This is an optimization exercise on Yosys and OpenROAD, whose aim is small area, not a production implementation. Function was checked by simulation only, so behaviour that the tests miss may differ from the original. No activity file was given, so power comes from the tool's default toggle rates.

### flow/run.sh
#!/bin/bash
# Layout flow: the standard ORFS flow, with an area-oriented ABC mapping
# script in synthesis (registers and their names are unchanged).
set -euo pipefail
HERE=$(pwd)

# synthesis script: the standard flow's, with abc run on flow/area.abc
sed 's|log_cmd abc {\*}\$abc_args|log_cmd abc {*}[lreplace $abc_args 1 1 '"$HERE"'/flow/area.abc]|' \
  "$FLOW_HOME/scripts/synth.tcl" > "$HERE/area_synth_body.tcl"
grep -q "flow/area.abc" "$HERE/area_synth_body.tcl"
sed 's|source \$::env(SCRIPTS_DIR)/synth.tcl|source '"$HERE"'/area_synth_body.tcl|' \
  synth_recipe.tcl > "$HERE/area_synth.tcl"
grep -q "area_synth_body.tcl" "$HERE/area_synth.tcl"

EXTRA=()
if [[ -f flow/extra.txt ]]; then mapfile -t EXTRA < <(grep -v '^#' flow/extra.txt | grep .); fi

bash standard.sh SYNTH_SCRIPT="$HERE/area_synth.tcl" "${EXTRA[@]}" finish > "$HERE/orfs_flow.log" 2>&1
### flow/area.abc
strash
&get -n
&fraig -x
&put
scorr
dc2
strash
&get -n
&deepsyn -T 60
&dch -f
&nf -R 1000
&put
strash
&get -n
&dch -f
&nf -R 1000
&put
### flow/extra.txt
# extra make variables for standard.sh, one per line
CTS_ARGS=-sink_clustering_enable -repair_clock_nets -sink_clustering_size 24 -sink_clustering_max_diameter 80 -dont_use_dummy_load
BUFFER_PORTS_ARGS=-buffer_cell sky130_fd_sc_hd__buf_1
### standard.sh
#!/bin/bash
# synth_recipe.tcl (not shown) runs the flow's synth.tcl, then flattens the netlist and writes it again
# the make line also repeats each setting of config.mk as NAME=value (left out here)
make -C /OpenROAD-flow-scripts/flow DESIGN_CONFIG=/design/flow/config.mk WORK_HOME=/design/flow/orfs CLKGATE_MAP_FILE= SYNTH_SCRIPT=/design/flow/synth_recipe.tcl "${@:-finish}"
### config.mk
export PLATFORM = sky130hd
export DESIGN_NAME = rename_core
export DESIGN_NICKNAME = rename_core
export VERILOG_FILES = /design/flow/design.v
export SDC_FILE = /design/flow/constraint.sdc
export NUM_CORES = 4
export LEC_CHECK = 0
export CAP_MARGIN = 20
export CORE_MARGIN = 2
export CORE_UTILIZATION = 50
export PLACE_DENSITY = 0.68
export SETUP_SLACK_MARGIN = 0.5
export SLEW_MARGIN = 20
### constraint.sdc
create_clock -name core_clock -period 7.0 [get_ports {clk}]
set_input_delay 1.4000 -clock core_clock [delete_from_list [all_inputs] [get_ports {clk}]]
set_output_delay 1.4000 -clock core_clock [all_outputs]
set_load 0.01 [all_outputs]
### design.v
package rename_pkg;
  localparam int num_lregs  = 32;   
  localparam int num_pregs  = 64;   
  localparam int rob_depth  = 16;
  localparam int free_depth = 32;   
  localparam int free_idx_w = $clog2(free_depth);
  localparam int free_cnt_w = free_idx_w + 1;
  localparam int rob_cnt_w  = $clog2(rob_depth) + 1;
  typedef logic [$clog2(num_lregs)-1:0] lreg_t;
  typedef logic [$clog2(num_pregs)-1:0] preg_t;
  typedef logic [$clog2(rob_depth)-1:0] rob_idx_t;
  typedef logic [5:0]                   opcode_t;
  localparam opcode_t op_rtype = 6'h00;   
  localparam opcode_t op_beq   = 6'h04;
  localparam opcode_t op_addi  = 6'h08;   
  localparam opcode_t op_lw    = 6'h23;   
  localparam opcode_t op_sw    = 6'h2b;
  typedef struct packed {
    opcode_t    opcode;
    lreg_t      rs;
    lreg_t      rt;
    lreg_t      rd;
    logic [4:0] shamt;
    logic [5:0] funct;
  } r_fields_t;
  typedef struct packed {
    opcode_t     opcode;
    lreg_t       rs;
    lreg_t       rt;    
    logic [15:0] imm;
  } i_fields_t;
  typedef union packed {
    r_fields_t r;
    i_fields_t i;
  } instr_u;
endpackage
module rename_core (
  input  logic                 clk,
  input  logic                 rst,
  input  logic                 i_dispatch,
  input  rename_pkg::instr_u   i_instr,
  input  logic                 i_complete,
  input  logic                 i_compl_mispredict,
  input  rename_pkg::rob_idx_t i_compl_rob,
  output logic                 o_stall,
  output rename_pkg::rob_idx_t o_rob_num,
  output rename_pkg::preg_t    o_p_rs,
  output rename_pkg::preg_t    o_p_rt,
  output rename_pkg::preg_t    o_p_rd_new,
  output logic                 o_rs_ready,
  output logic                 o_rt_ready,
  output logic                 o_retire,
  output rename_pkg::lreg_t    o_retire_lrd,
  output rename_pkg::preg_t    o_retire_p_rd
);
  logic [5:0] opcode;
  logic       valid_op, write_rd, reg_dest, read_rs, read_rt;
  logic [4:0] l_rs, l_rt, l_rd;
  assign opcode = i_instr.r.opcode;
  assign l_rs   = i_instr.r.rs;
  assign l_rt   = i_instr.r.rt;
  always_comb begin
    valid_op = 1'b0; write_rd = 1'b0; reg_dest = 1'b0; read_rs = 1'b0; read_rt = 1'b0;
    case (opcode)
      rename_pkg::op_rtype: begin
        valid_op = 1'b1; write_rd = 1'b1; reg_dest = 1'b1; read_rs = 1'b1; read_rt = 1'b1;
      end
      rename_pkg::op_addi, rename_pkg::op_lw: begin
        valid_op = 1'b1; reg_dest = 1'b1; read_rs = 1'b1;
      end
      rename_pkg::op_sw, rename_pkg::op_beq: begin
        valid_op = 1'b1; read_rs = 1'b1; read_rt = 1'b1;
      end
      default: ;
    endcase
  end
  assign l_rd = write_rd ? i_instr.r.rd : i_instr.i.rt;
  logic [15:0] dest, done;
  logic [4:0]  lrd   [16];
  logic [5:0]  p_new [16];
  logic [3:0]  head, tail, tail_m1;
  logic        full_q;   
  logic        rec_active;
  logic [3:0]  rec_target;
  logic [5:0]  ring [32];
  logic [4:0]  m;
  logic [5:0]  fresh_cnt;   
  logic        fresh;
  logic [5:0]  free_head;
  logic [5:0]  map [32];
  logic full, walk, accept, pop, retire, retire_dest, walk_dest;
  logic [4:0] lrd_w, idx3;
  logic [5:0] p3;
  assign tail_m1 = tail - 1'b1;
  assign full    = full_q;
  assign walk    = rec_active && (tail != rec_target);
  assign o_stall = full || walk;
  assign accept  = i_dispatch && valid_op && !o_stall;
  assign pop     = accept && reg_dest;
  assign retire      = (full_q || head != tail) && done[head] && !rec_active;
  assign retire_dest = retire && dest[head];
  assign walk_dest   = walk && dest[tail_m1];
  assign lrd_w       = lrd[tail_m1];
  assign o_retire      = retire;
  assign o_retire_lrd  = lrd[head];
  assign o_retire_p_rd = p_new[head];
  assign o_rob_num     = tail;
  assign fresh         = !fresh_cnt[5];
  assign free_head     = fresh ? {1'b1, fresh_cnt[4:0]} : ring[0];
  assign o_p_rd_new    = free_head;
  assign idx3   = walk ? lrd_w : l_rd;
  assign p3     = map[idx3];
  assign o_p_rs = map[l_rs];
  assign o_p_rt = map[l_rt];
  logic [15:0] live, ge_head, lt_tail, lt_head, m_rs, m_rt;
  logic        wrap;
  always_comb begin
    for (int e = 0; e < 16; e++) begin
      ge_head[e] = (4'(e) >= head);
      lt_head[e] = (4'(e) < head);
      lt_tail[e] = (4'(e) < tail);
    end
  end
  assign wrap = (tail < head) || (tail == head && full);
  assign live = full ? 16'hffff : (wrap ? (ge_head | lt_tail) : (ge_head & lt_tail));
  always_comb begin
    for (int e = 0; e < 16; e++) begin
      m_rs[e] = live[e] && dest[e] && (lrd[e] == l_rs);
      m_rt[e] = live[e] && dest[e] && (lrd[e] == l_rt);
    end
  end
  logic [1:0] yb_rs_lo, yb_rs_all, yb_rt_lo, yb_rt_all;
  logic       busy_rs, busy_rt;
  youngest_busy i_yb_rs_lo  (.i_match(m_rs & lt_head), .i_done(done), .o_any(yb_rs_lo[1]),  .o_busy(yb_rs_lo[0]));
  youngest_busy i_yb_rs_all (.i_match(m_rs),           .i_done(done), .o_any(yb_rs_all[1]), .o_busy(yb_rs_all[0]));
  youngest_busy i_yb_rt_lo  (.i_match(m_rt & lt_head), .i_done(done), .o_any(yb_rt_lo[1]),  .o_busy(yb_rt_lo[0]));
  youngest_busy i_yb_rt_all (.i_match(m_rt),           .i_done(done), .o_any(yb_rt_all[1]), .o_busy(yb_rt_all[0]));
  assign busy_rs   = yb_rs_lo[1] ? yb_rs_lo[0] : (yb_rs_all[1] && yb_rs_all[0]);
  assign busy_rt   = yb_rt_lo[1] ? yb_rt_lo[0] : (yb_rt_all[1] && yb_rt_all[0]);
  assign o_rs_ready = !read_rs || !busy_rs;
  assign o_rt_ready = !read_rt || !busy_rt;
  always_ff @(posedge clk or negedge rst) begin
    if (!rst) begin
      head  <= '0;
      tail  <= '0;
      full_q <= 1'b0;
    end else begin
      if (retire || walk)                     full_q <= 1'b0;
      else if (accept && tail + 1'b1 == head) full_q <= 1'b1;
      if (accept) tail <= tail + 1'b1;
      if (walk)   tail <= tail_m1;
      if (retire) head <= head + 1'b1;
    end
  end
  always_ff @(posedge clk or negedge rst) begin
    if (!rst) begin
      rec_active <= 1'b0;
      rec_target <= '0;
    end else if (i_complete && i_compl_mispredict && !rec_active) begin
      rec_active <= 1'b1;
      rec_target <= i_compl_rob + 1'b1;
    end else if (rec_active && (!walk || tail_m1 == rec_target)) begin
      rec_active <= 1'b0;
    end
  end
  always_ff @(posedge clk) begin
    if (accept) begin
      dest[tail]  <= reg_dest;
      done[tail]  <= 1'b0;
      lrd[tail]   <= l_rd;
      p_new[tail] <= free_head;
    end
    if (i_complete) begin
      done[i_compl_rob] <= 1'b1;
    end
  end
  always_ff @(posedge clk or negedge rst) begin
    if (!rst) begin
      m <= '0;
    end else begin
      m <= m + 5'(pop) - 5'(retire_dest) - 5'(walk_dest);
    end
  end
  always_ff @(posedge clk or negedge rst) begin
    if (!rst) begin
      fresh_cnt <= '0;
    end else if (pop && fresh) begin
      fresh_cnt <= fresh_cnt + 1'b1;
    end
  end
  always_ff @(posedge clk) begin
    if (pop) begin
      for (int i = 0; i < 31; i++) ring[i] <= ring[i+1];
      ring[31] <= p3;
    end else if (walk_dest) begin
      for (int i = 16; i < 32; i++) begin
        if (6'(i) == 6'd32 - 6'(m))      ring[i] <= p3;
        else if (6'(i) > 6'd32 - 6'(m))  ring[i] <= ring[i-1];
      end
    end
  end
  logic [5:0]  map_wd, map_wd_hi, map_wd_lo;
  logic [31:0] map_we;
  assign map_wd    = walk ? ring[31] : free_head;
  assign map_wd_hi = map_wd | {6{!rst}};
  assign map_wd_lo = map_wd & {6{rst}};
  always_comb begin
    for (int i = 0; i < 32; i++) map_we[i] = !rst || ((pop || walk_dest) && idx3 == 5'(i));
  end
  always_ff @(posedge clk) begin
    for (int i = 0; i < 32; i++) begin
      if (map_we[i]) begin
        for (int b = 0; b < 6; b++) map[i][b] <= ((i >> b) & 1) ? map_wd_hi[b] : map_wd_lo[b];
      end
    end
  end
endmodule
module youngest_busy (
  input  logic [15:0] i_match,
  input  logic [15:0] i_done,
  output logic        o_any,
  output logic        o_busy
);
  logic [7:0] a1, b1;
  logic [3:0] a2, b2;
  logic [1:0] a3, b3;
  always_comb begin
    for (int k = 0; k < 8; k++) begin
      a1[k] = i_match[2*k+1] | i_match[2*k];
      b1[k] = i_match[2*k+1] ? !i_done[2*k+1] : !i_done[2*k];
    end
    for (int k = 0; k < 4; k++) begin
      a2[k] = a1[2*k+1] | a1[2*k];
      b2[k] = a1[2*k+1] ? b1[2*k+1] : b1[2*k];
    end
    for (int k = 0; k < 2; k++) begin
      a3[k] = a2[2*k+1] | a2[2*k];
      b3[k] = a2[2*k+1] ? b2[2*k+1] : b2[2*k];
    end
  end
  assign o_any  = a3[1] | a3[0];
  assign o_busy = a3[1] ? b3[1] : b3[0];
endmodule
==> metrics.md, run 1 <==
| Metric | Value |
|---|---|
| Run status | complete, no violations |
| Most common library cells after synthesis | sky130_fd_sc_hd__edfxtp_1 (576), sky130_fd_sc_hd__nor2_1 (340), sky130_fd_sc_hd__nand2_1 (251) |
| Number of nets at the end of the flow | 2968 |
| Post-route total power | 17.0 mW |
| Total routing resource utilization after global routing | 43.3% |
| Post-synthesis instance total | around 2600 |
| Maximum capacitance violations | 0 |
| Number of vias per cell after detailed routing | 7.49 |
| Most common flop cell mapped by yosys | sky130_fd_sc_hd__edfxtp_1 |
| Die Area | 62600 um2 |
| Worst skew pair latency | 0.61 ns |
| Post-synthesis average cell area | 11.7 um2 |
| Clock transition at the registers of the reported paths | 0.09 ns |
| First-pass iteration count of the detailed router | 10 |
| Post-route DRC violation count | 0 |
| Power per standard cell area | a little under 500 nW/um2 |
| Via Count | between 20000 and 30000 |
| Sort of element at the start of the critical path | register |
| Time the worst path needs with I/O delays and setup | between 6 and 7 ns |
| Number of flops mapped to enable cells by yosys | around 580 |
| Final hold viol count | 0 |
| TritonCTS Sinks | between 600 and 700 |
| Number of primary I/O pins | 78 |
| Aggregate negative setup slack | 0 ns |
| Share of async-settable or async-resettable flops after synthesis | 4.05% |
| Number of port buffers | 66 |
| Chip Width | 250 um |
| Worst max-slew margin expressed relative to the limit | 12.4% |
| Sequential cell area fraction in the yosys report | 60.2% |
| Number of hold buffers added after CTS | 0 |
| Root Driver | sky130_fd_sc_hd__clkbuf_16 |
| Vertical die dimension | around 250 um |
| Wire length of the first global-routing pass | 191000 um |
| Number of global-route vias before repair | 25300 |
| Row Count | 90 |
| Cell area after synthesis | 30300 um2 |
| Drt first-iter violations | 5538 |
| Utilization after layout | a little under three fifths |
| Slew at the pin closest to its max-slew limit | 1.31 ns |
| Total setup violations reported at the end of the flow | 0 |
| Starting density of the core | between 50 and 60% |
| Biggest area consumer among synthesized cells | sky130_fd_sc_hd__edfxtp_1 |
| CP arrival | about 5.2 ns |
| H-tree levels | 2 |
| Worst min path class | reg2reg |
| Congestion Overflow GR | 0 |
| Number of distinct library cells after synthesis | 57 |
| Proportion of layout cells with a drive suffix above 1 | 11.3% |
| Standard cell core area | ~60000 um2 |
| Initial antenna violation count | 3 |
| Share of the clock period used by the worst path | 94.0% |
| Area growth from synthesis to layout | 13.5% |
| Post-Place Setup Slack | 0.159 ns |
| Max frequency | 152 MHz |
| Total half-perimeter wirelength after legalization and detailed placement | 97800 um |
| Final WL | between 100000 and 150000 um |
| Worst Path Required | 5.60 ns |
| Crit path setup slack, layout | roughly 0.42 ns |
| TritonCTS clock tree | built |
| CTS buffer count | 36 |
| Number of nets still failing antenna checks after routing | 0 |
| Layout Skew | 0.0785 ns |
| IR Drop Worst-Case VDD | about 560 uV |
| Number of warnings printed during yosys synthesis | 4 |
| Highest net fanout along the worst path | 4 |
| Buffers from clock root to sink, at most | 3 |
| Per-cell routed wire length | 37.7 um |
| Biggest area contributors in the synthesized netlist | sky130_fd_sc_hd__edfxtp_1 (57%), sky130_fd_sc_hd__a22oi_1 (5.2%), sky130_fd_sc_hd__nor2_1 (4.2%) |
| Placer congestion estimate | 1.19 |
| Unrepaired setup endpoints after global routing | yes |
| Crit. End Element | output port |
| Setup CP Type | reg2out |
| Top cell type's share of synthesized area | 57.1% |
| Largest net degree at the start of global routing | 86 |
| Delay contributed by the slowest stage of the critical path | 0.48 ns |
| Static Leak | 11.6 nW |
| Synthesized flop and latch total | 617 |
| Slowest stage cell, crit path | sky130_fd_sc_hd__o211ai_1 |
| Net Count, Synth | 2655 |
| Pins over their slew limit | 0 |
| Most common cell in the synthesized netlist | sky130_fd_sc_hd__edfxtp_1 |
| CP Cell Sequence | ha_4 -> nand2_1 -> o21ai_2 -> a21o_1 -> nand2b_4 -> o211ai_1 -> nor3_2 -> nand2_1 -> a21oi_1 -> a211o_1 -> nand3_2 -> o211ai_1 -> a211oi_2 -> o211ai_1 -> o21ai_1 -> o21ai_1 -> nand2_1 -> nand4_1 -> nor4_2 -> nor4_2 -> a2111oi_2 -> o21ai_2 -> buf_2 |
per-stage QoR:
| step | hold slack (ns) | std cells | instance area [um2] |
|---|---|---|---|
| floorplan | 0.400 | 2580 | 30300 |
| global placement | 0.400 | 3621 | 33000 |
| finish | 0.402 | 3676 | 34400 |
| detailed placement | 0.405 | 3621 | 33100 |
| CTS | 0.397 | 3658 | 34000 |
| global route | 0.411 | 3673 | 34400 |
worst paths after layout:
check,start,end,slack [ns],depth (start not counted)
max in group asynchronous,rst,tail[3]$_DFFE_PN0P_,5.02,2
hold / removal,ring[6][0]$_DFFE_PP_,ring[5][0]$_DFFE_PP_,0.40,0
hold reg to reg,ring[6][0]$_DFFE_PP_,ring[5][0]$_DFFE_PP_,0.40,0
setup reg to reg,tail[1]$_DFFE_PN0P_,ring[18][1]$_DFFE_PP_,0.55,18
setup / recovery,tail[1]$_DFFE_PN0P_,o_rs_ready,0.42,23
min in group asynchronous,rst,fresh_cnt[1]$_DFFE_PN0P_,0.72,1
placed cells by master, fill, tap and decap left out, types with 11 or more instances in the layout:
master | netlist | layout
sky130_fd_sc_hd__and2_0 | 11 | 11
sky130_fd_sc_hd__buf_4 | 0 | 206
sky130_fd_sc_hd__ha_1 | 32 | 25
sky130_fd_sc_hd__clkbuf_16 | 0 | 36
sky130_fd_sc_hd__nand2b_1 | 22 | 20
sky130_fd_sc_hd__a22oi_1 | 210 | 210
sky130_fd_sc_hd__xnor2_1 | 109 | 109
sky130_fd_sc_hd__or3_1 | 11 | 11
sky130_fd_sc_hd__nand4_1 | 49 | 49
sky130_fd_sc_hd__a21oi_1 | 89 | 85
sky130_fd_sc_hd__o21ai_0 | 104 | 80
sky130_fd_sc_hd__nor2_2 | 0 | 22
sky130_fd_sc_hd__nor4_1 | 21 | 14
sky130_fd_sc_hd__o21ai_1 | 0 | 18
sky130_fd_sc_hd__a222oi_1 | 84 | 84
sky130_fd_sc_hd__clkinv_1 | 57 | 52
sky130_fd_sc_hd__a22o_1 | 45 | 45
sky130_fd_sc_hd__mux2_1 | 16 | 16
sky130_fd_sc_hd__buf_1 | 0 | 59
sky130_fd_sc_hd__nor3_1 | 39 | 36
sky130_fd_sc_hd__xor2_1 | 70 | 70
sky130_fd_sc_hd__and3_1 | 12 | 12
sky130_fd_sc_hd__nand2_1 | 251 | 248
sky130_fd_sc_hd__o22ai_1 | 79 | 79
sky130_fd_sc_hd__nor2_1 | 340 | 317
sky130_fd_sc_hd__edfxtp_1 | 576 | 576
sky130_fd_sc_hd__a221oi_1 | 70 | 70
sky130_fd_sc_hd__dfxtp_1 | 16 | 16
sky130_fd_sc_hd__a31oi_1 | 12 | 12
sky130_fd_sc_hd__nand3_1 | 113 | 109
sky130_fd_sc_hd__dfrtp_1 | 25 | 22
metal layers:
layer	vias to the layer above	track usage [%]	wire length (um)	share of wire (%)
met5	-	0.232	0	0
met4	0	26.7	11700	8.4
met3	623	15.7	20700	15
met2	2680	63.9	58900	43
met1	13300	54.2	47300	34
li1	11000	-	-	-
final cells by class:
| type | instances | area [um2] |
|---|---|---|
| Fill cell | 4951 | 25700 |
| Sequential cell | 617 | 18200 |
| Multi-Input combinational cell | 1906 | 12200 |
| Timing Repair Buffer | 275 | 1840 |
| Tap cell | 782 | 978 |
| Clock buffer | 36 | 901 |
| Inverter | 57 | 225 |
| Antenna cell | 3 | 7.51 |
report_power, final:
part           switching (mW)  total, mW  internal [mW]
combinational            6.28       8.73           2.45
sequential              0.802       6.17           5.37
clock                    1.15       2.07          0.918
sequential cells by signal, indices dropped and copies added (netlist names), 4 cells and up:
register and count:
m 5, fresh_cnt 6, ring 192, map 192, tail 4, done 16, lrd 80, p_new 96
dest 16, head 4, rec_target 4
critical path, delay by kind of cell (launching register included):
kind	cells	cell delay (ns)
flops	1	0.47
compound gates	12	2.55
buf+inv	1	0.17
simple gates	9	1.15
fa+ha+maj	1	0.28
cells by family after synthesis:
| family | Yosys count | share of synthesized area (%) |
|---|---|---|
| AOI/OAI and AO/OA | 764 | 18.3 |
| xor gates and xnor gates | 179 | 5.17 |
| adders and majority gates | 37 | 1.55 |
| buffers and inverters | 57 | 0.706 |
| DFF | 617 | 60.2 |
| muxes | 19 | 0.694 |
| and+or+nand+nor | 907 | 13.3 |
repair_timing:
item                                    CTS  global route
setup buffers                             1            14
endpoints found under the setup margin    2            46
pin swaps                                 3            22
gates resized for setup                  14            60
==> run 2, diff against run 1 <==
--- a/flow/extra.txt
+++ b/flow/extra.txt
@@ -3 +3,2 @@
 BUFFER_PORTS_ARGS=-buffer_cell sky130_fd_sc_hd__buf_1
+RECOVER_POWER=100
==> metrics.md, run 2 <==
| Metric | Value |
|---|---|
| Filler cells | 5035 (was 4951) |
| Maximum capacitance violations | 9 (was 0) |
| Chip Width | 250 um (unchanged) |
| Most common library cell in the layout ignoring fill and taps | sky130_fd_sc_hd__edfxtp_1 (unchanged) |
| Biggest area contributors in the synthesized netlist | sky130_fd_sc_hd__edfxtp_1 (57%), sky130_fd_sc_hd__a22oi_1 (5.2%), sky130_fd_sc_hd__nor2_1 (4.2%) (unchanged) |
| Number of hold buffers added after CTS | 0 (unchanged) |
| Time the worst path needs with I/O delays and setup | 6.76 ns (was 6.58 ns) |
| Clock transition at the registers of the reported paths | 0.09 ns (about the same) |
| Switching part of the total | 49.0% (was 48.5%) |
| SO Viols | capacitance limit, slew limit |
| H-tree levels | 2 (unchanged) |
| Delay contributed by the slowest stage of the critical path | 2.48 ns (was 0.48 ns) |
| Cell count after placement | 3621 (unchanged) |
| Cell area after synthesis | 30300 um2 (unchanged) |
| Post-route total power | 16.8 mW (was 17.0 mW) |
| Total routing resource utilization after global routing | 43.3% (unchanged) |
| Total half-perimeter wirelength after legalization and detailed placement | 97800 um (unchanged) |
| Number of port buffers | 66 (unchanged) |
| Static Leak | 11.3 nW (was 11.6 nW) |
| Max frequency | 148 MHz (was 152 MHz) |
| Die Area | 62600 um2 (unchanged) |
| Proportion of layout cells with a drive suffix above 1 | 8.44% (was 11.3%) |
| IR Drop Worst-Case VDD | 506 uV (was 558 uV) |
| Most common library cells after synthesis | sky130_fd_sc_hd__edfxtp_1 (576), sky130_fd_sc_hd__nor2_1 (340), sky130_fd_sc_hd__nand2_1 (251) (unchanged) |
| Buffers from clock root to sink, at most | 3 (unchanged) |
| Share of async-settable or async-resettable flops after synthesis | 4.05% (unchanged) |
| CTS buffer count | 36 (unchanged) |
| Starting density of the core | 50.4% (unchanged) |
| Unrepaired setup endpoints after global routing | yes (unchanged) |
| Congestion Overflow GR | 0 (unchanged) |
| Storage cell area | 18200 um2 (about the same) |
| Top cell by count, worst path | sky130_fd_sc_hd__clkbuf_1 |
| Post-route insts no fill | 3675 (was 3676) |
| Drt first-iter violations | 5309 (was 5538) |
| Worst max-slew margin expressed relative to the limit | -130% (was 12.4%) |
| Area growth from synthesis to layout | 12.5% (was 13.5%) |
| Highest net fanout along the worst path | 57 (was 4) |
| Top Registers | map x192, ring x192, p_new x96 (unchanged) |
| Worst min path class | reg2reg (unchanged) |
| Crit path setup slack, layout | 0.238 ns (was 0.420 ns) |
| Synthesized flop and latch total | 617 (unchanged) |
| Worst Path Required | 6.84 ns (was 5.60 ns) |
| Most common cell in the synthesized netlist | sky130_fd_sc_hd__edfxtp_1 (unchanged) |
| Number of primary I/O pins | 78 (unchanged) |
| Standard cell core area | 60100 um2 (unchanged) |
| Relative contribution of combinational cells to total power | 50.8% (was 51.4%) |
| Number of global-route vias before repair | 25300 (unchanged) |
| Layout Skew | 0.0778 ns (was 0.0785 ns) |
| Run status | finished with violations (was complete, no violations) |
| Slowest stage cell, crit path | sky130_fd_sc_hd__clkbuf_1 (was sky130_fd_sc_hd__o211ai_1) |
| Power per standard cell area | 492 nW/um2 (was 494 nW/um2) |
| Setup CP Type | in2reg (was reg2out) |
| Largest net degree at the start of global routing | 86 (unchanged) |
| Number of warnings printed during yosys synthesis | 4 (unchanged) |
| Wire length of the first global-routing pass | 191000 um (unchanged) |
| CP arrival | 6.60 ns (was 5.18 ns) |
| Per-cell routed wire length | 37.6 um (was 37.7 um) |
| Post-Place Setup Slack | 0.159 ns (unchanged) |
| Biggest area consumer among synthesized cells | sky130_fd_sc_hd__edfxtp_1 (unchanged) |
| Vertical die dimension | 250 um (unchanged) |
| Sort of element at the start of the critical path | input port (was register) |
| Root Driver | sky130_fd_sc_hd__clkbuf_16 (unchanged) |
| Slew at the pin closest to its max-slew limit | 3.45 ns (was 1.31 ns) |
| Number of flops mapped to enable cells by yosys | 576 (unchanged) |
| Post-synthesis instance total | 2580 (unchanged) |
| Final WL | 138000 um (was 139000 um) |
| Number of buffers and inverters on the critical path | 2 (was 1) |
| Share of the clock period used by the worst path | 96.6% (was 94.0%) |
| Leading cell types in the layout, fill and taps excluded | sky130_fd_sc_hd__edfxtp_1 (576), sky130_fd_sc_hd__nor2_1 (328), sky130_fd_sc_hd__nand2_1 (249) (was sky130_fd_sc_hd__edfxtp_1 (576), sky130_fd_sc_hd__nor2_1 (317), sky130_fd_sc_hd__nand2_1 (248)) |
| Pint | 8.56 mW (was 8.74 mW) |
| First-pass iteration count of the detailed router | 10 (unchanged) |
| Post-synthesis average cell area | 11.7 um2 (unchanged) |
| Part of the total power dissipated in sequential elements | 36.8% (was 36.4%) |
| Initial antenna violation count | 3 (unchanged) |
| Total setup violations reported at the end of the flow | 0 (unchanged) |
| Family with the most delay on the worst path | buffers and inverters (was compound AO/OA/AOI/OAI gates) |
| CP Cell Sequence | clkbuf_1 -> clkbuf_1 -> o21ai_0 (was ha_4 -> nand2_1 -> o21ai_2 -> a21o_1 -> nand2b_4 -> o211ai_1 -> nor3_2 -> nand2_1 -> a21oi_1 -> a211o_1 -> nand3_2 -> o211ai_1 -> a211oi_2 -> o211ai_1 -> o21ai_1 -> o21ai_1 -> nand2_1 -> nand4_1 -> nor4_2 -> nor4_2 -> a2111oi_2 -> o21ai_2 -> buf_2) |
| Crit. End Element | register (was output port) |
| Final hold viol count | 0 (unchanged) |
| Top cell type's share of synthesized area | 57.1% (unchanged) |
| Clock network fraction of design power | 12.3% (was 12.2%) |
| Number of nets at the end of the flow | 2968 (unchanged) |
| Via Count | 27600 (was 27500) |
| Placer congestion estimate | 1.19 (unchanged) |
| Utilization after layout | 56.7% (was 57.2%) |
| Net Count, Synth | 2655 (unchanged) |
| Most common flop cell mapped by yosys | sky130_fd_sc_hd__edfxtp_1 (unchanged) |
| Post-route DRC violation count | 0 (unchanged) |
| Footprint of the multi-input gates | 12100 um2 (was 12200 um2) |
| Pins over their slew limit | 210 (was 0) |
| Switching Power | 8.21 mW (was 8.24 mW) |
| Row Count | 90 (unchanged) |
| Worst skew pair latency | 0.61 ns (about the same) |
| Number of nets still failing antenna checks after routing | 0 (unchanged) |
| Sequential cell area fraction in the yosys report | 60.2% (unchanged) |
| Aggregate negative setup slack | 0 ns (unchanged) |
| TritonCTS clock tree | built (unchanged) |
| TritonCTS Sinks | 617 (unchanged) |
| Number of vias per cell after detailed routing | 7.52 (was 7.49) |
| Number of distinct library cells after synthesis | 57 (unchanged) |
[run 2: cell counts after synthesis]
Identical to the previous run, type by type.
[run 2: layout make-up]
type                            instances  share of cell area [%]
Antenna cell                            2                  0.0147
Sequential cell                       617                    53.5
Clock buffer                           36                    2.64
Multi-Input combinational cell       1906                    35.6
Timing Repair Buffer                  275                    4.68
Inverter                               57                   0.661
Tap cell                              782                    2.87
[run 2: logic make-up (layout without fill, tap and decap cells)]
family | after synthesis | after routing | share of synthesized area, %
AOI/OAI and AO/OA | 764 | 764 | 18.3
adders and majority gates | 37 | 37 | 1.55
buffers and inverters | 57 | 368 | 0.706
DFF | 617 | 617 | 60.2
xor gates and xnor gates | 179 | 179 | 5.17
muxes | 19 | 19 | 0.694
other | 0 | 2 | 0
and+or+nand+nor | 907 | 907 | 13.3
[run 2: power by group through the flow]
stage	logic, mW	registers, mW	clock network, mW
5_1_grt	8.84	6.22	2.20
3_5_place_dp	7.95	6.19	0
2_1_floorplan	4.29	5.89	0
3_3_place_gp	7.80	6.18	0
6_report	8.52	6.18	2.07
4_1_cts	8.01	6.11	2.07
[run 2: per-layer routing]
metal	part of all wire, %	global-route usage, %	wire (um)	vias to the layer above
met1	34	54.2	46900	13300
met5	0	0.232	0	-
met4	9.0	26.7	12500	0
li1	-	-	-	11000
met2	42	63.9	58200	2731
met3	15	15.7	20700	669
[run 2: worst register-to-register path: stages (launching register included)]
cell,delay [ns]
sky130_fd_sc_hd__dfrtp_1,0.50
sky130_fd_sc_hd__clkinv_1,0.21
sky130_fd_sc_hd__ha_1,0.40
sky130_fd_sc_hd__clkbuf_1,0.32
sky130_fd_sc_hd__or2_0,0.32
sky130_fd_sc_hd__nor2_1,0.47
sky130_fd_sc_hd__a22oi_1,0.18
sky130_fd_sc_hd__o21ai_0,0.11
sky130_fd_sc_hd__o21ai_0,0.10
sky130_fd_sc_hd__nand3_1,0.10
sky130_fd_sc_hd__o21ai_0,0.10
sky130_fd_sc_hd__a31oi_1,0.45
sky130_fd_sc_hd__nand2b_1,0.43
sky130_fd_sc_hd__clkbuf_1,0.34
sky130_fd_sc_hd__nor2_1,0.30
sky130_fd_sc_hd__buf_4,0.27
sky130_fd_sc_hd__a222oi_1,0.34
sky130_fd_sc_hd__nand3_1,0.11
sky130_fd_sc_hd__nor3_1,0.29
sky130_fd_sc_hd__nand4_1,0.31
sky130_fd_sc_hd__clkbuf_1,0.41
sky130_fd_sc_hd__a22oi_1,0.32
sky130_fd_sc_hd__nand2_1,0.08
[run 2: what timing repair did]
action / 4_1_cts / 5_1_grt
gates resized for setup: 14 / 60
pin swaps: 3 / 22
cloned: 0 / 0
buffers inserted: 1 / 14
endpoints found under the setup margin: 2 / 46
[run 2: path summary, 6_finish.rpt]
check | start | end | slack (ns) | cells after the start
worst max register to register | tail[1]$_DFFE_PN0P_ | ring[24][3]$_DFFE_PP_ | 0.32 | 22
min in group asynchronous | rst | fresh_cnt[2]$_DFFE_PN0P_ | 0.89 | 1
max in group asynchronous | rst | head[1]$_DFFE_PN0P_ | 2.11 | 2
worst min-delay path | ring[6][0]$_DFFE_PP_ | ring[5][0]$_DFFE_PP_ | 0.40 | 0
worst min register to register | ring[6][0]$_DFFE_PP_ | ring[5][0]$_DFFE_PP_ | 0.40 | 0
worst max-delay path | rst | map[26][5]$_DFFE_PP_ | 0.24 | 3
[run 2: metrics by stage]
step	hold slack [ns]	instance area (um2)
floorplan	0.400	30300
global placement	0.400	33000
detailed placement	0.405	33100
CTS	0.397	34000
global route	0.411	34100
finish	0.398	34100
==> run 3, diff against run 2 <==
--- a/flow/extra.txt
+++ b/flow/extra.txt
@@ -3,2 +3 @@
 BUFFER_PORTS_ARGS=-buffer_cell sky130_fd_sc_hd__buf_1
-RECOVER_POWER=100
--- a/config.mk
+++ b/config.mk
@@ -9,4 +9,4 @@
 export CORE_MARGIN = 2
-export CORE_UTILIZATION = 50
-export PLACE_DENSITY = 0.68
+export CORE_UTILIZATION = 55
+export PLACE_DENSITY = 0.72
 export SETUP_SLACK_MARGIN = 0.5
==> metrics.md, run 3 <==
| Metric | Value |
|---|---|
| First-pass iteration count of the detailed router | 21 (was 10) |
| Most heavily used metal layer in global routing | met2 (unchanged) |
| Time the worst path needs with I/O delays and setup | 6.58 ns (was 6.76 ns) |
| TritonCTS clock tree | built (unchanged) |
| Via Count | 28100 (was 27600) |
| Worst Path Required | 7.45 ns (was 6.84 ns) |
| Highest net fanout along the worst path | 12 (was 57) |
| Per-cell routed wire length | 38.9 um (was 37.6 um) |
| Sort of element at the start of the critical path | register (was input port) |
| Worst skew pair latency | 0.62 ns (was 0.61 ns) |
| Synthesized flop and latch total | 617 (unchanged) |
| Crit. End Element | register (unchanged) |
| Number of distinct library cells after synthesis | 57 (unchanged) |
| Cell count after placement | 3540 (was 3621) |
| Post-route total power | 17.1 mW (was 16.8 mW) |
| Met2 demand-to-capacity share in global routing | 70.3% (was 63.9%) |
| Total half-perimeter wirelength after legalization and detailed placement | 98100 um (was 97800 um) |
| Drt first-iter violations | 5879 (was 5309) |
| Area growth from synthesis to layout | 12.7% (was 12.5%) |
| Biggest area consumer among synthesized cells | sky130_fd_sc_hd__edfxtp_1 (unchanged) |
| CP arrival | 7.03 ns (was 6.60 ns) |
| Slew at the pin closest to its max-slew limit | 1.34 ns (was 3.45 ns) |
| Power per standard cell area | 501 nW/um2 (was 492 nW/um2) |
| Biggest area contributors in the synthesized netlist | sky130_fd_sc_hd__edfxtp_1 (57%), sky130_fd_sc_hd__a22oi_1 (5.2%), sky130_fd_sc_hd__nor2_1 (4.2%) (unchanged) |
| Number of port buffers | 66 (unchanged) |
| Post-Place Setup Slack | 0.349 ns (was 0.159 ns) |
| Post-synthesis average cell area | 11.7 um2 (unchanged) |
| Initial antenna violation count | 2 (was 3) |
| Buffers from clock root to sink, at most | 3 (unchanged) |
| Crit path setup slack, layout | 0.423 ns (was 0.238 ns) |
| Number of global-route vias before repair | 26000 (was 25300) |
| Run status | complete, no violations (was finished with violations) |
| Number of nets at the end of the flow | 2964 (was 2968) |
| Top cell type's share of synthesized area | 57.1% (unchanged) |
| Sequential cell area fraction in the yosys report | 60.2% (unchanged) |
| Die Area | 57000 um2 (was 62600 um2) |
| Met1 track demand over resource in global routing | 58.4% (was 54.2%) |
| Top Registers | map x192, ring x192, p_new x96 (unchanged) |
| Filler cells | 4183 (was 5035) |
| Number of nets still failing antenna checks after routing | 0 (unchanged) |
| Number of vias per cell after detailed routing | 7.81 (was 7.52) |
| Number of hold buffers added after CTS | 0 (unchanged) |
| Largest net degree at the start of global routing | 86 (unchanged) |
| Number of flops mapped to enable cells by yosys | 576 (unchanged) |
| Row Count | 86 (was 90) |
| IR Drop Worst-Case VDD | 485 uV (was 506 uV) |
| Starting density of the core | 55.3% (was 50.4%) |
| Maximum capacitance violations | 0 (was 9) |
| Total setup violations reported at the end of the flow | 0 (unchanged) |
| Post-route insts no fill | 3597 (was 3675) |
| Most common library cell in the layout ignoring fill and taps | sky130_fd_sc_hd__edfxtp_1 (unchanged) |
| Worst-case hold slack | 0.417 ns (was 0.398 ns) |
| Unrepaired setup endpoints after global routing | no (was yes) |
| Root Driver | sky130_fd_sc_hd__clkbuf_16 (unchanged) |
| Most common cell in the synthesized netlist | sky130_fd_sc_hd__edfxtp_1 (unchanged) |
| Post-synthesis instance total | 2580 (unchanged) |
| Max frequency | 152 MHz (was 148 MHz) |
| H-tree levels | 2 (unchanged) |
| Wire length of the first global-routing pass | 194000 um (was 191000 um) |
| Setup CP Type | reg2reg (was in2reg) |
| Chip Width | 239 um (was 250 um) |
| Worst max-slew margin expressed relative to the limit | 10.2% (was -130%) |
| Number of primary I/O pins | 78 (unchanged) |
| Final WL | 140000 um (was 138000 um) |
| Share of the clock period used by the worst path | 94.0% (was 96.6%) |
| Pins over their slew limit | 0 (was 210) |
| Worst min path class | reg2reg (unchanged) |
| Clock transition at the registers of the reported paths | 0.09 ns (about the same) |
| Layout Skew | 0.101 ns (was 0.0778 ns) |
| Most common library cells after synthesis | sky130_fd_sc_hd__edfxtp_1 (576), sky130_fd_sc_hd__nor2_1 (340), sky130_fd_sc_hd__nand2_1 (251) (unchanged) |
| CTS buffer count | 38 (was 36) |
| Cell area after synthesis | 30300 um2 (unchanged) |
| Met3 Use GR | 20.5% (was 15.7%) |
| Most common flop cell mapped by yosys | sky130_fd_sc_hd__edfxtp_1 (unchanged) |
| Total routing resource utilization after global routing | 48.5% (was 43.3%) |
| Standard cell core area | 54800 um2 (was 60100 um2) |
| Number of warnings printed during yosys synthesis | 4 (unchanged) |
| Final hold viol count | 0 (unchanged) |
| Placer congestion estimate | 1.20 (was 1.19) |
| Aggregate negative setup slack | 0 ns (unchanged) |
| Post-route DRC violation count | 0 (unchanged) |
| Vertical die dimension | 239 um (was 250 um) |
| Share of async-settable or async-resettable flops after synthesis | 4.05% (unchanged) |
| Congestion Overflow GR | 0 (unchanged) |
| Net Count, Synth | 2655 (unchanged) |
| TritonCTS Sinks | 617 (unchanged) |
| Leading cell types in the layout, fill and taps excluded | sky130_fd_sc_hd__edfxtp_1 (576), sky130_fd_sc_hd__nor2_1 (324), sky130_fd_sc_hd__nand2_1 (247) (was sky130_fd_sc_hd__edfxtp_1 (576), sky130_fd_sc_hd__nor2_1 (328), sky130_fd_sc_hd__nand2_1 (249)) |
| Proportion of layout cells with a drive suffix above 1 | 10.1% (was 8.44%) |
| Static Leak | 11.5 nW (was 11.3 nW) |
## run 3: cell counts after synthesis
No cell type changed its count.
## run 3: timing repair
| item | CTS | global route |
|---|---|---|
| buffers inserted | 0 | 11 |
| pin swaps | 0 | 18 |
| gates resized for setup | 3 | 38 |
| hold endpoints to repair | 0 | 0 |
| endpoints found under the setup margin | 2 | 46 |
## run 3: metal layers
layer,share of wire [%],up-vias
met3,16,826
met5,0.13,-
met4,9.4,8
li1,-,10900
met2,42,3047
met1,32,13300
## run 3: path summary, 6_finish.rpt
| check | depth (start not counted) | start | slack [ns] | endpoint |
|---|---|---|---|---|
| worst max register to register | 19 | tail[1]$_DFFE_PN0P_ | 0.42 | ring[22][5]$_DFFE_PP_ |
| max in group asynchronous | 2 | rst | 5.11 | tail[1]$_DFFE_PN0P_ |
| worst min register to register | 0 | ring[4][0]$_DFFE_PP_ | 0.42 | ring[3][0]$_DFFE_PP_ |
| worst max-delay path | 19 | tail[1]$_DFFE_PN0P_ | 0.42 | ring[22][5]$_DFFE_PP_ |
| worst min-delay path | 0 | ring[4][0]$_DFFE_PP_ | 0.42 | ring[3][0]$_DFFE_PP_ |
| min in group asynchronous | 1 | rst | 0.73 | fresh_cnt[5]$_DFFE_PN0P_ |
## run 3: cell families after synthesis
group | count (synthesis) | synth area share, %
AND/OR/NAND/NOR | 907 | 13.3
AO/OA/AOI/OAI | 764 | 18.3
flip-flops | 617 | 60.2
XOR/XNOR | 179 | 5.17
buffers and inverters | 57 | 0.706
adder cells (fa/ha/maj) | 37 | 1.55
multiplexers | 19 | 0.694
## run 3: critical path, stage by stage (launching register included)
cell	delay, ns
sky130_fd_sc_hd__dfrtp_2	0.50
sky130_fd_sc_hd__clkinv_1	0.17
sky130_fd_sc_hd__ha_1	0.60
sky130_fd_sc_hd__nand2_1	0.38
sky130_fd_sc_hd__nor2_1	0.56
sky130_fd_sc_hd__a22o_1	0.24
sky130_fd_sc_hd__a221oi_1	0.05
sky130_fd_sc_hd__nand3_1	0.24
sky130_fd_sc_hd__o22ai_1	0.11
sky130_fd_sc_hd__nor2_1	0.46
sky130_fd_sc_hd__nor3b_1	0.54
sky130_fd_sc_hd__nor2b_1	0.62
sky130_fd_sc_hd__buf_4	0.29
sky130_fd_sc_hd__a22oi_1	0.19
sky130_fd_sc_hd__and3_1	0.28
sky130_fd_sc_hd__nand3_1	0.06
sky130_fd_sc_hd__or3_1	0.47
sky130_fd_sc_hd__nand2b_1	0.40
sky130_fd_sc_hd__o22ai_1	0.15
sky130_fd_sc_hd__nor2_1	0.13
## run 3: layout make-up
type | instances | area [um2] | share of cell area (%)
inverters | 57 | 223 | 0.652
well taps | 704 | 881 | 2.58
multi-input cells | 1906 | 12000 | 35.3
flip-flops and latches | 617 | 18200 | 53.4
diodes | 6 | 15.0 | 0.0440
clock buffers | 38 | 951 | 2.79
repair buffers | 269 | 1780 | 5.21
## run 3: where the power goes
part | switching [mW] | internal, mW
clock network | 1.17 | 0.966
registers | 0.789 | 5.37
logic | 6.43 | 2.38
## run 3: metrics by stage
stage | cell area (um2) | utilization, %
2_1_floorplan | 30300 | -
3_3_place_gp | 32900 | 60.1
3_5_place_dp | 32900 | 60.1
4_1_cts | 33900 | 61.9
5_1_grt | 34100 | 62.3
6_report | 34100 | 62.3
==> run 4, diff against run 3 <==
==> flow/extra.txt (replaced) <==
# extra make variables for standard.sh, one per line
CTS_ARGS=-sink_clustering_enable -repair_clock_nets -sink_clustering_size 27 -sink_clustering_max_diameter 90 -dont_use_dummy_load
BUFFER_PORTS_ARGS=-buffer_cell sky130_fd_sc_hd__buf_1
--- a/config.mk
+++ b/config.mk
@@ -9,5 +9,5 @@
 export CORE_MARGIN = 2
-export CORE_UTILIZATION = 55
-export PLACE_DENSITY = 0.72
-export SETUP_SLACK_MARGIN = 0.5
+export CORE_UTILIZATION = 50
+export PLACE_DENSITY = 0.68
+export SETUP_SLACK_MARGIN = 0.3
 export SLEW_MARGIN = 20
==> metrics.md, run 4 <==
| Metric | Value |
|---|---|
| Final WL | 138000 um (was 140000 um) |
| Top cell type's share of synthesized area | 57.1% (unchanged) |
| Aggregate negative setup slack | 0 ns (unchanged) |
| Starting density of the core | 50.4% (was 55.3%) |
| Setup CP Type | reg2out (was reg2reg) |
| Slew at the pin closest to its max-slew limit | 1.37 ns (was 1.34 ns) |
| Top Registers | map x192, ring x192, p_new x96 (unchanged) |
| Top cell by count, worst path | sky130_fd_sc_hd__o211ai_1 (was sky130_fd_sc_hd__nor2_1) |
| Worst Hold Launch | ring[12][5]$_DFFE_PP_ (was ring[4][0]$_DFFE_PP_) |
| CP arrival | 5.29 ns (was 7.03 ns) |
| Pins over their slew limit | 0 (unchanged) |
| Vertical die dimension | 250 um (was 239 um) |
| Number of warnings printed during yosys synthesis | 4 (unchanged) |
| Post-synthesis instance total | 2580 (unchanged) |
| Time the worst path needs with I/O delays and setup | 6.69 ns (was 6.58 ns) |
| Crit. End Element | output port (was register) |
| Number of nets still failing antenna checks after routing | 0 (unchanged) |
| Worst max-slew margin expressed relative to the limit | 8.05% (was 10.2%) |
| Unrepaired setup endpoints after global routing | yes (was no) |
| Total half-perimeter wirelength after legalization and detailed placement | 97800 um (was 98100 um) |
| Run status | complete, no violations (unchanged) |
| Net Count, Synth | 2655 (unchanged) |
| Clock transition at the registers of the reported paths | 0.10 ns (was 0.09 ns) |
| Die Area | 62600 um2 (was 57000 um2) |
| Share of the clock period used by the worst path | 95.5% (was 94.0%) |
| Number of global-route vias before repair | 25200 (was 26000) |
| Initial antenna violation count | 5 (was 2) |
| Footprint of the multi-input gates | 12100 um2 (was 12000 um2) |
| Worst-case hold slack | 0.416 ns (was 0.417 ns) |
| Post-Place Setup Slack | 0.159 ns (was 0.349 ns) |
| Number of flops mapped to enable cells by yosys | 576 (unchanged) |
| Number of primary I/O pins | 78 (unchanged) |
| Maximum capacitance violations | 0 (unchanged) |
| Post-route DRC violation count | 0 (unchanged) |
| Worst skew pair latency | 0.65 ns (was 0.62 ns) |
| Root Driver | sky130_fd_sc_hd__clkbuf_16 (unchanged) |
| Number of cells on the worst reg-to-reg path | 17 (was 19) |
| Delay contributed by the slowest stage of the critical path | 0.50 ns (was 0.62 ns) |
| Number of distinct library cells after synthesis | 57 (unchanged) |
| Worst hold path stage count | 0 (unchanged) |
| IR Drop Worst-Case VDD | 525 uV (was 485 uV) |
| Sequential cell area fraction in the yosys report | 60.2% (unchanged) |
| H-tree levels | 1 (was 2) |
| Crit path setup slack, layout | 0.314 ns (was 0.423 ns) |
| Congestion Overflow GR | 0 (unchanged) |
| RR Startpoint | tail[1]$_DFFE_PN0P_ (unchanged) |
| Leading cell types in the layout, fill and taps excluded | sky130_fd_sc_hd__edfxtp_1 (576), sky130_fd_sc_hd__nor2_1 (320), sky130_fd_sc_hd__nand2_1 (249) (was sky130_fd_sc_hd__edfxtp_1 (576), sky130_fd_sc_hd__nor2_1 (324), sky130_fd_sc_hd__nand2_1 (247)) |
| Proportion of layout cells with a drive suffix above 1 | 10.4% (was 10.1%) |
| Chip Width | 250 um (was 239 um) |
| Synthesized flop and latch total | 617 (unchanged) |
| Total setup violations reported at the end of the flow | 0 (unchanged) |
| TritonCTS clock tree | built (unchanged) |
| Total routing resource utilization after global routing | 43.0% (was 48.5%) |
| Standard cell core area | 60100 um2 (was 54800 um2) |
| Per-cell routed wire length | 37.6 um (was 38.9 um) |
| Filler cells | 4976 (was 4183) |
| CTS buffer count | 29 (was 38) |
| Storage cell area | 18200 um2 (about the same) |
| Worst min-delay path endpoint | ring[11][5]$_DFFE_PP_ (was ring[3][0]$_DFFE_PP_) |
| CP Cell Sequence | ha_1 -> nor2b_2 -> nor3_1 -> o211ai_1 -> nor3_2 -> nand2_1 -> a21oi_1 -> a211o_1 -> nand3_1 -> o211ai_1 -> a211oi_2 -> o211ai_1 -> o21ai_1 -> o21ai_1 -> nand2_1 -> nand4_1 -> nor4_2 -> nor4_2 -> a2111oi_2 -> o21ai_2 -> buf_2 (was clkinv_1 -> ha_1 -> nand2_1 -> nor2_1 -> a22o_1 -> a221oi_1 -> nand3_1 -> o22ai_1 -> nor2_1 -> nor3b_1 -> nor2b_1 -> buf_4 -> a22oi_1 -> and3_1 -> nand3_1 -> or3_1 -> nand2b_1 -> o22ai_1 -> nor2_1) |
| Row Count | 90 (was 86) |
| End of the worst register-to-register path | ring[18][1]$_DFFE_PP_ (was ring[22][5]$_DFFE_PP_) |
| Via Count | 27500 (was 28100) |
| Biggest area contributors in the synthesized netlist | sky130_fd_sc_hd__edfxtp_1 (57%), sky130_fd_sc_hd__a22oi_1 (5.2%), sky130_fd_sc_hd__nor2_1 (4.2%) (unchanged) |
| Static Leak | 11.4 nW (was 11.5 nW) |
| Slowest stage cell, crit path | sky130_fd_sc_hd__dfrtp_1 (was sky130_fd_sc_hd__nor2b_1) |
| Layout Skew | 0.0664 ns (was 0.101 ns) |
| First-pass iteration count of the detailed router | 10 (was 21) |
| Number of nets at the end of the flow | 2955 (was 2964) |
| Area of all placed cells without fillers | 34100 um2 (about the same) |
| Most common cell in the synthesized netlist | sky130_fd_sc_hd__edfxtp_1 (unchanged) |
| Highest net fanout along the worst path | 10 (was 12) |
| Area growth from synthesis to layout | 12.6% (was 12.7%) |
| Most common library cell in the layout ignoring fill and taps | sky130_fd_sc_hd__edfxtp_1 (unchanged) |
| Cell area after synthesis | 30300 um2 (unchanged) |
| Power per standard cell area | 487 nW/um2 (was 501 nW/um2) |
| Drt first-iter violations | 5428 (was 5879) |
| Most common library cells after synthesis | sky130_fd_sc_hd__edfxtp_1 (576), sky130_fd_sc_hd__nor2_1 (340), sky130_fd_sc_hd__nand2_1 (251) (unchanged) |
| Placer congestion estimate | 1.19 (was 1.20) |
| Most common flop cell mapped by yosys | sky130_fd_sc_hd__edfxtp_1 (unchanged) |
| Share of async-settable or async-resettable flops after synthesis | 4.05% (unchanged) |
| Sort of element at the start of the critical path | register (unchanged) |
| Post-Place Cell Area | 33100 um2 (was 32900 um2) |
| Number of vias per cell after detailed routing | 7.50 (was 7.81) |
| Final hold viol count | 0 (unchanged) |
| Number of port buffers | 66 (unchanged) |
| Wire length of the first global-routing pass | 191000 um (was 194000 um) |
| Worst min path class | reg2reg (unchanged) |
| Max frequency | 150 MHz (was 152 MHz) |
| Post-synthesis average cell area | 11.7 um2 (unchanged) |
| TritonCTS Sinks | 617 (unchanged) |
| Worst Path Required | 5.60 ns (was 7.45 ns) |
| Buffers from clock root to sink, at most | 3 (unchanged) |
| Largest net degree at the start of global routing | 86 (unchanged) |
| Biggest area consumer among synthesized cells | sky130_fd_sc_hd__edfxtp_1 (unchanged) |
| R2R Setup Slk | 0.33 ns (was 0.42 ns) |
==> run 4: cell counts after synthesis <==
Identical to the previous run, type by type.
==> run 4: layer usage <==
| layer | track usage (%) | part of all wire [%] | vias to the layer above |
|---|---|---|---|
| met1 | 53.5 | 34 | 13300 |
| met2 | 63.8 | 43 | 2636 |
| li1 | - | - | 10900 |
| met5 | 0.0772 | 0.014 | - |
| met3 | 15.8 | 15 | 658 |
| met4 | 26.8 | 8.4 | 2 |
==> run 4: stage by stage <==
| step | power (mW) | utilization (%) | std cells |
|---|---|---|---|
| 2_1_floorplan | 10.2 | - | 2580 |
| 3_3_place_gp | 14.0 | 54.9 | 3621 |
| 3_5_place_dp | 14.1 | 55.0 | 3621 |
| 4_1_cts | 16.0 | 56.3 | 3651 |
| 5_1_grt | 17.1 | 56.7 | 3660 |
| 6_report | 16.6 | 56.7 | 3666 |
==> run 4: report_power, final <==
group / leakage (nW) / total (mW) / internal [mW] / switching (mW)
clock: 0.357 / 1.86 / 0.736 / 1.12
combinational: 5.30 / 8.60 / 2.37 / 6.23
sequential: 5.76 / 6.17 / 5.37 / 0.800
total: 11.4 / 16.6 / 8.47 / 8.15
==> run 4: layout make-up <==
type	instances	area share, %
sequential	617	53.5
tap	782	2.87
multi-input combinational	1906	35.6
clock buffer	29	2.13
timing repair buffer	269	5.21
antenna	6	0.0440
inverter	57	0.660
==> run 4: worst max-delay path by stage <==
stage | startpoint | end | slack (ns) | cells after the start
3_3_place_gp | i_instr[27] | ring[31][0]$_DFFE_PP_ | 0.27 | 15
5_1_grt | tail[2]$_DFFE_PN0P_ | o_rs_ready | 0.11 | 24
3_5_place_dp | i_instr[27] | ring[31][0]$_DFFE_PP_ | 0.16 | 16
4_1_cts | head[1]$_DFFE_PN0P_ | o_rs_ready | 0.27 | 25
2_1_floorplan | head[1]$_DFFE_PN0P_ | o_rs_ready | 0.79 | 25
6_report | head[0]$_DFFE_PN0P_ | o_rs_ready | 0.31 | 21
==> run 4: critical path, delay by kind of cell (launching register included) <==
kind / cells / cell delay [ns]
AOI/OAI and AO/OA: 10 / 2.00
and+or+nand+nor: 9 / 1.50
DFF: 1 / 0.50
adders and majority gates: 1 / 0.49
buffers and inverters: 1 / 0.17
==> run 4: timing repair <==
item	in CTS	in global routing
setup endpoints to repair	2	13
hold buffers	0	0
buffers inserted	1	8
gates cloned	0	0
pin swaps	2	14
resized for setup	13	40
==> run 4: cells by family (layout without fill, tap and decap cells) <==
group,after synthesis,in the layout,synth area share (%)
AND/OR/NAND/NOR,907,907,13.3
AO/OA/AOI/OAI,764,764,18.3
flip-flops,617,617,60.2
XOR/XNOR,179,179,5.17
buffers and inverters,57,355,0.706
adder cells (fa/ha/maj),37,37,1.55
multiplexers,19,19,0.694
other,0,6,0
==> run 5, diff against run 4 <==
--- a/design.v
+++ b/design.v
@@ -114,3 +114,3 @@
   assign o_p_rt = map[l_rt];
-  logic [15:0] live, ge_head, lt_tail, lt_head, m_rs, m_rt;
+  logic [15:0] live, ge_head, lt_tail, m_rs, m_rt;
   logic        wrap;
@@ -119,3 +119,2 @@
       ge_head[e] = (4'(e) >= head);
-      lt_head[e] = (4'(e) < head);
       lt_tail[e] = (4'(e) < tail);
@@ -133,5 +132,5 @@
   logic       busy_rs, busy_rt;
-  youngest_busy i_yb_rs_lo  (.i_match(m_rs & lt_head), .i_done(done), .o_any(yb_rs_lo[1]),  .o_busy(yb_rs_lo[0]));
+  youngest_busy i_yb_rs_lo  (.i_match(m_rs & lt_tail), .i_done(done), .o_any(yb_rs_lo[1]),  .o_busy(yb_rs_lo[0]));
   youngest_busy i_yb_rs_all (.i_match(m_rs),           .i_done(done), .o_any(yb_rs_all[1]), .o_busy(yb_rs_all[0]));
-  youngest_busy i_yb_rt_lo  (.i_match(m_rt & lt_head), .i_done(done), .o_any(yb_rt_lo[1]),  .o_busy(yb_rt_lo[0]));
+  youngest_busy i_yb_rt_lo  (.i_match(m_rt & lt_tail), .i_done(done), .o_any(yb_rt_lo[1]),  .o_busy(yb_rt_lo[0]));
   youngest_busy i_yb_rt_all (.i_match(m_rt),           .i_done(done), .o_any(yb_rt_all[1]), .o_busy(yb_rt_all[0]));
--- a/flow/area.abc
+++ b/flow/area.abc
@@ -8,3 +8,3 @@
 &get -n
-&deepsyn -T 60
+&deepsyn -T 150
 &dch -f
==> metrics.md, run 5 <==
| Metric | Value |
|---|---|
| Run status | complete, no violations (unchanged) |
| Number of vias per cell after detailed routing | 7.62 (was 7.50) |
| Utilization after layout | 56.8% (was 56.7%) |
| Static Leak | 11.3 nW (was 11.4 nW) |
| Post-route insts no fill | 3597 (was 3666) |
| Top cell by count, worst path | sky130_fd_sc_hd__buf_4 (was sky130_fd_sc_hd__o211ai_1) |
| Number of nets at the end of the flow | 2888 (was 2955) |
| Number of hold buffers added after CTS | 0 (unchanged) |
| Total half-perimeter wirelength after legalization and detailed placement | 99100 um (was 97800 um) |
| Buffers from clock root to sink, at most | 3 (unchanged) |
| Starting density of the core | 50.2% (was 50.4%) |
| Maximum capacitance violations | 0 (unchanged) |
| Initial antenna violation count | 10 (was 5) |
| Sequential cell area fraction in the yosys report | 60.5% (was 60.2%) |
| Number of nets still failing antenna checks after routing | 0 (unchanged) |
| First-pass iteration count of the detailed router | 13 (was 10) |
| TritonCTS Sinks | 617 (unchanged) |
| Largest net degree at the start of global routing | 195 (was 86) |
| Setup CP Type | reg2out (unchanged) |
| Net Count, Synth | 2572 (was 2655) |
| RR Startpoint | tail[1]$_DFFE_PN0P_ (unchanged) |
| Number of port buffers | 66 (unchanged) |
| Max frequency | 153 MHz (was 150 MHz) |
| Launch point of the critical path | tail[1]$_DFFE_PN0P_ (was head[0]$_DFFE_PN0P_) |
| Post-synthesis instance total | 2497 (was 2580) |
| Aggregate negative setup slack | 0 ns (unchanged) |
| Final WL | 139000 um (was 138000 um) |
| Total routing resource utilization after global routing | 43.9% (was 43.0%) |
| Power per standard cell area | 464 nW/um2 (was 487 nW/um2) |
| Post-route DRC violation count | 0 (unchanged) |
| Slowest stage cell, crit path | sky130_fd_sc_hd__dfrtp_2 (was sky130_fd_sc_hd__dfrtp_1) |
| Cell count after placement | 3547 (was 3621) |
| Most common library cells after synthesis | sky130_fd_sc_hd__edfxtp_1 (576), sky130_fd_sc_hd__nand2_1 (238), sky130_fd_sc_hd__a22oi_1 (213) (was sky130_fd_sc_hd__edfxtp_1 (576), sky130_fd_sc_hd__nor2_1 (340), sky130_fd_sc_hd__nand2_1 (251)) |
| Pins over their slew limit | 0 (unchanged) |
| Share of the clock period used by the worst path | 93.6% (was 95.5%) |
| Crit path setup slack, layout | 0.449 ns (was 0.314 ns) |
| Top cell type's share of synthesized area | 57.4% (was 57.1%) |
| Worst-case hold slack | 0.420 ns (was 0.416 ns) |
| Worst hold path stage count | 0 (unchanged) |
| Worst min path class | reg2reg (unchanged) |
| Root Driver | sky130_fd_sc_hd__clkbuf_16 (unchanged) |
| Area growth from synthesis to layout | 13.0% (was 12.6%) |
| Number of warnings printed during yosys synthesis | 4 (unchanged) |
| Biggest area consumer among synthesized cells | sky130_fd_sc_hd__edfxtp_1 (unchanged) |
| Congestion Overflow GR | 0 (unchanged) |
| Highest net fanout along the worst path | 6 (was 10) |
| Top Registers | map x192, ring x192, p_new x96 (unchanged) |
| TritonCTS clock tree | built (unchanged) |
| Drt first-iter violations | 5262 (was 5428) |
| Proportion of layout cells with a drive suffix above 1 | 10.9% (was 10.4%) |
| Number of global-route vias before repair | 25300 (was 25200) |
| Standard cell core area | 60000 um2 (was 60100 um2) |
| IR Drop Worst-Case VDD | 323 uV (was 525 uV) |
| Most common flop cell mapped by yosys | sky130_fd_sc_hd__edfxtp_1 (unchanged) |
| Unrepaired setup endpoints after global routing | yes (unchanged) |
| Worst Path Required | 5.60 ns (about the same) |
| Biggest area contributors in the synthesized netlist | sky130_fd_sc_hd__edfxtp_1 (57%), sky130_fd_sc_hd__a22oi_1 (5.3%), sky130_fd_sc_hd__a222oi_1 (3.3%) (was sky130_fd_sc_hd__edfxtp_1 (57%), sky130_fd_sc_hd__a22oi_1 (5.2%), sky130_fd_sc_hd__nor2_1 (4.2%)) |
| Wire length of the first global-routing pass | 193000 um (was 191000 um) |
| CTS buffer count | 30 (was 29) |
| Share of async-settable or async-resettable flops after synthesis | 4.05% (unchanged) |
| Post-synthesis average cell area | 12.1 um2 (was 11.7 um2) |
| Worst skew pair latency | 0.65 ns (about the same) |
| Worst max-slew margin expressed relative to the limit | 12.3% (was 8.05%) |
| Number of primary I/O pins | 78 (unchanged) |
| Slew at the pin closest to its max-slew limit | 1.31 ns (was 1.37 ns) |
| Number of distinct library cells after synthesis | 62 (was 57) |
| Delay contributed by the slowest stage of the critical path | 0.45 ns (was 0.50 ns) |
| Synthesized flop and latch total | 617 (unchanged) |
| Placer congestion estimate | 1.17 (was 1.19) |
| Cell area after synthesis | 30100 um2 (was 30300 um2) |
| Per-cell routed wire length | 38.8 um (was 37.6 um) |
| Most common library cell in the layout ignoring fill and taps | sky130_fd_sc_hd__edfxtp_1 (unchanged) |
| Die Area | 62300 um2 (was 62600 um2) |
| Time the worst path needs with I/O delays and setup | 6.55 ns (was 6.69 ns) |
| Number of cells on the worst reg-to-reg path | 16 (was 17) |
| Crit. End Element | output port (unchanged) |
| Chip Width | 250 um (about the same) |
| Worst Hold Launch | ring[13][2]$_DFFE_PP_ (was ring[12][5]$_DFFE_PP_) |
| CP arrival | 5.15 ns (was 5.29 ns) |
| Final hold viol count | 0 (unchanged) |
| Most common cell in the synthesized netlist | sky130_fd_sc_hd__edfxtp_1 (unchanged) |
| Layout Skew | 0.0639 ns (was 0.0664 ns) |
| Via Count | 27400 (was 27500) |
| Total setup violations reported at the end of the flow | 0 (unchanged) |
| Clock transition at the registers of the reported paths | 0.10 ns (about the same) |
| Vertical die dimension | 250 um (about the same) |
| Leading cell types in the layout, fill and taps excluded | sky130_fd_sc_hd__edfxtp_1 (576), sky130_fd_sc_hd__nand2_1 (237), sky130_fd_sc_hd__a22oi_1 (212) (was sky130_fd_sc_hd__edfxtp_1 (576), sky130_fd_sc_hd__nor2_1 (320), sky130_fd_sc_hd__nand2_1 (249)) |
| H-tree levels | 1 (unchanged) |
| Sort of element at the start of the critical path | register (unchanged) |
| Row Count | 90 (unchanged) |
| Number of flops mapped to enable cells by yosys | 576 (unchanged) |
| Post-Place Setup Slack | 0.278 ns (was 0.159 ns) |
run 5: changes by cell type in the layout (fill, tap and decap cells not counted), sizes merged, moves of 16 or more:
cell    change
nor2      -129
xnor2      -57
o21ai      +37
clkinv     +22
o22ai      -21
buf        +17
a21oi      +16
run 5: final cells by class:
cell class | instances | area [um2]
Fill cell | 4899 | 25900
Sequential cell | 617 | 18200
Multi-Input combinational cell | 1801 | 11900
Timing Repair Buffer | 284 | 1920
Tap cell | 782 | 978
Clock buffer | 30 | 751
Inverter | 79 | 309
Antenna cell | 4 | 10.0
run 5: critical path: cells and delay by family (launching register included):
kind	cells	cell delay, ns
buffers and inverters	4	0.65
adder cells (fa/ha/maj)	1	0.25
AND/OR/NAND/NOR	7	0.83
AO/OA/AOI/OAI	12	2.28
flip-flops	1	0.45
multiplexers	1	0.07
run 5: stage by stage:
step | total power, mW | area [um2]
after floorplan | 9.65 | 30200
after global placement | 13.1 | 33000
after detailed placement | 13.3 | 33000
after CTS | 15.1 | 33800
after global routing | 16.2 | 34100
final | 15.8 | 34100
run 5: worst paths after layout:
kind	end	slack [ns]
worst min register to register	ring[12][2]$_DFFE_PP_	0.42
worst min-delay path	ring[12][2]$_DFFE_PP_	0.42
worst max-delay path	o_rs_ready	0.45
worst max register to register	ring[16][0]$_DFFE_PP_	0.48
min in group asynchronous	rec_target[1]$_DFFE_PN0P_	1.04
max in group asynchronous	tail[1]$_DFFE_PN0P_	5.18
run 5: report_power, final:
group	leakage (nW)	total, mW	switching [mW]	internal [mW]
Clock	0.370	1.88	1.12	0.760
Sequential	5.75	5.92	0.734	5.19
Combinational	5.21	8.00	5.80	2.20
Total	11.3	15.8	7.65	8.15
run 5: routing by layer:
layer | vias to the layer above | GRT usage, % | wire, um
met5 | - | 0 | 195
met2 | 2656 | 65.0 | 58700
li1 | 10900 | - | -
met3 | 705 | 14.8 | 20400
met4 | 16 | 32.1 | 13900
met1 | 13100 | 53.8 | 46300
run 5: kinds of logic (layout without fill, tap and decap cells):
logic type                 after synthesis  count (layout)  synth area share, %
xor gates and xnor gates               118             118                 3.43
AOI/OAI and AO/OA                      878             878                 21.3
adders and majority gates               38              38                 1.59
muxes                                   24              24                0.938
buffers and inverters                   79             393                0.984
DFF                                    617             617                 60.5
and+or+nand+nor                        743             743                 11.2
other                                    0               4                    0
run 5: what timing repair did:
action	in CTS	in global routing
buffers inserted	2	10
endpoints found under the setup margin	2	27
pin swaps	2	12
cloned	0	0
gates resized for setup	14	27

[port drivers added, routing unchanged]
The flow's constraints put no driver on any port. The routed layouts listed below were extracted and timed again, unchanged, in two steps.
Step 1 (the two cells are an assumption about what drives the block):
set clk [get_ports {clk}]
set_driving_cell -lib_cell sky130_fd_sc_hd__clkbuf_16 $clk
set_driving_cell -lib_cell sky130_fd_sc_hd__buf_2 [delete_from_list [all_inputs] $clk]
Step 2 adds t to the input delays and takes it off the output delays; t is the mean of the earliest and latest rising clock arrival at the registers after step 1. Input paths then give back, and output paths get back, about the clock's delay inside the block.
Slacks: ideal / step 1 / step 2; pairs: ideal / step 1.
| run | t (ns) | setup WS [ns] | worst register clock-pin slew, ns | worst data-port slew with drivers (ns) |
|---|---|---|---|---|
| run 1 | 0.631 | 0.420 / 0.361 / -0.051 | 0.10 / 0.10 | 0.09 |
| run 2 | 0.635 | 0.238 / 0.188 / -0.447 | 0.10 / 0.10 | 0.10 |
| run 3 | 0.627 | 0.423 / 0.423 / 0.160 | 0.10 / 0.10 | 0.04 |
| run 4 | 0.683 | 0.314 / 0.253 / -0.187 | 0.11 / 0.11 | 0.09 |
| run 5 | 0.677 | 0.449 / 0.388 / 0.009 | 0.11 / 0.11 | 0.04 |
For run 2, which loses most, drivers alone change the setup slack by -0.050 ns; drivers and shift together by -0.685 ns.
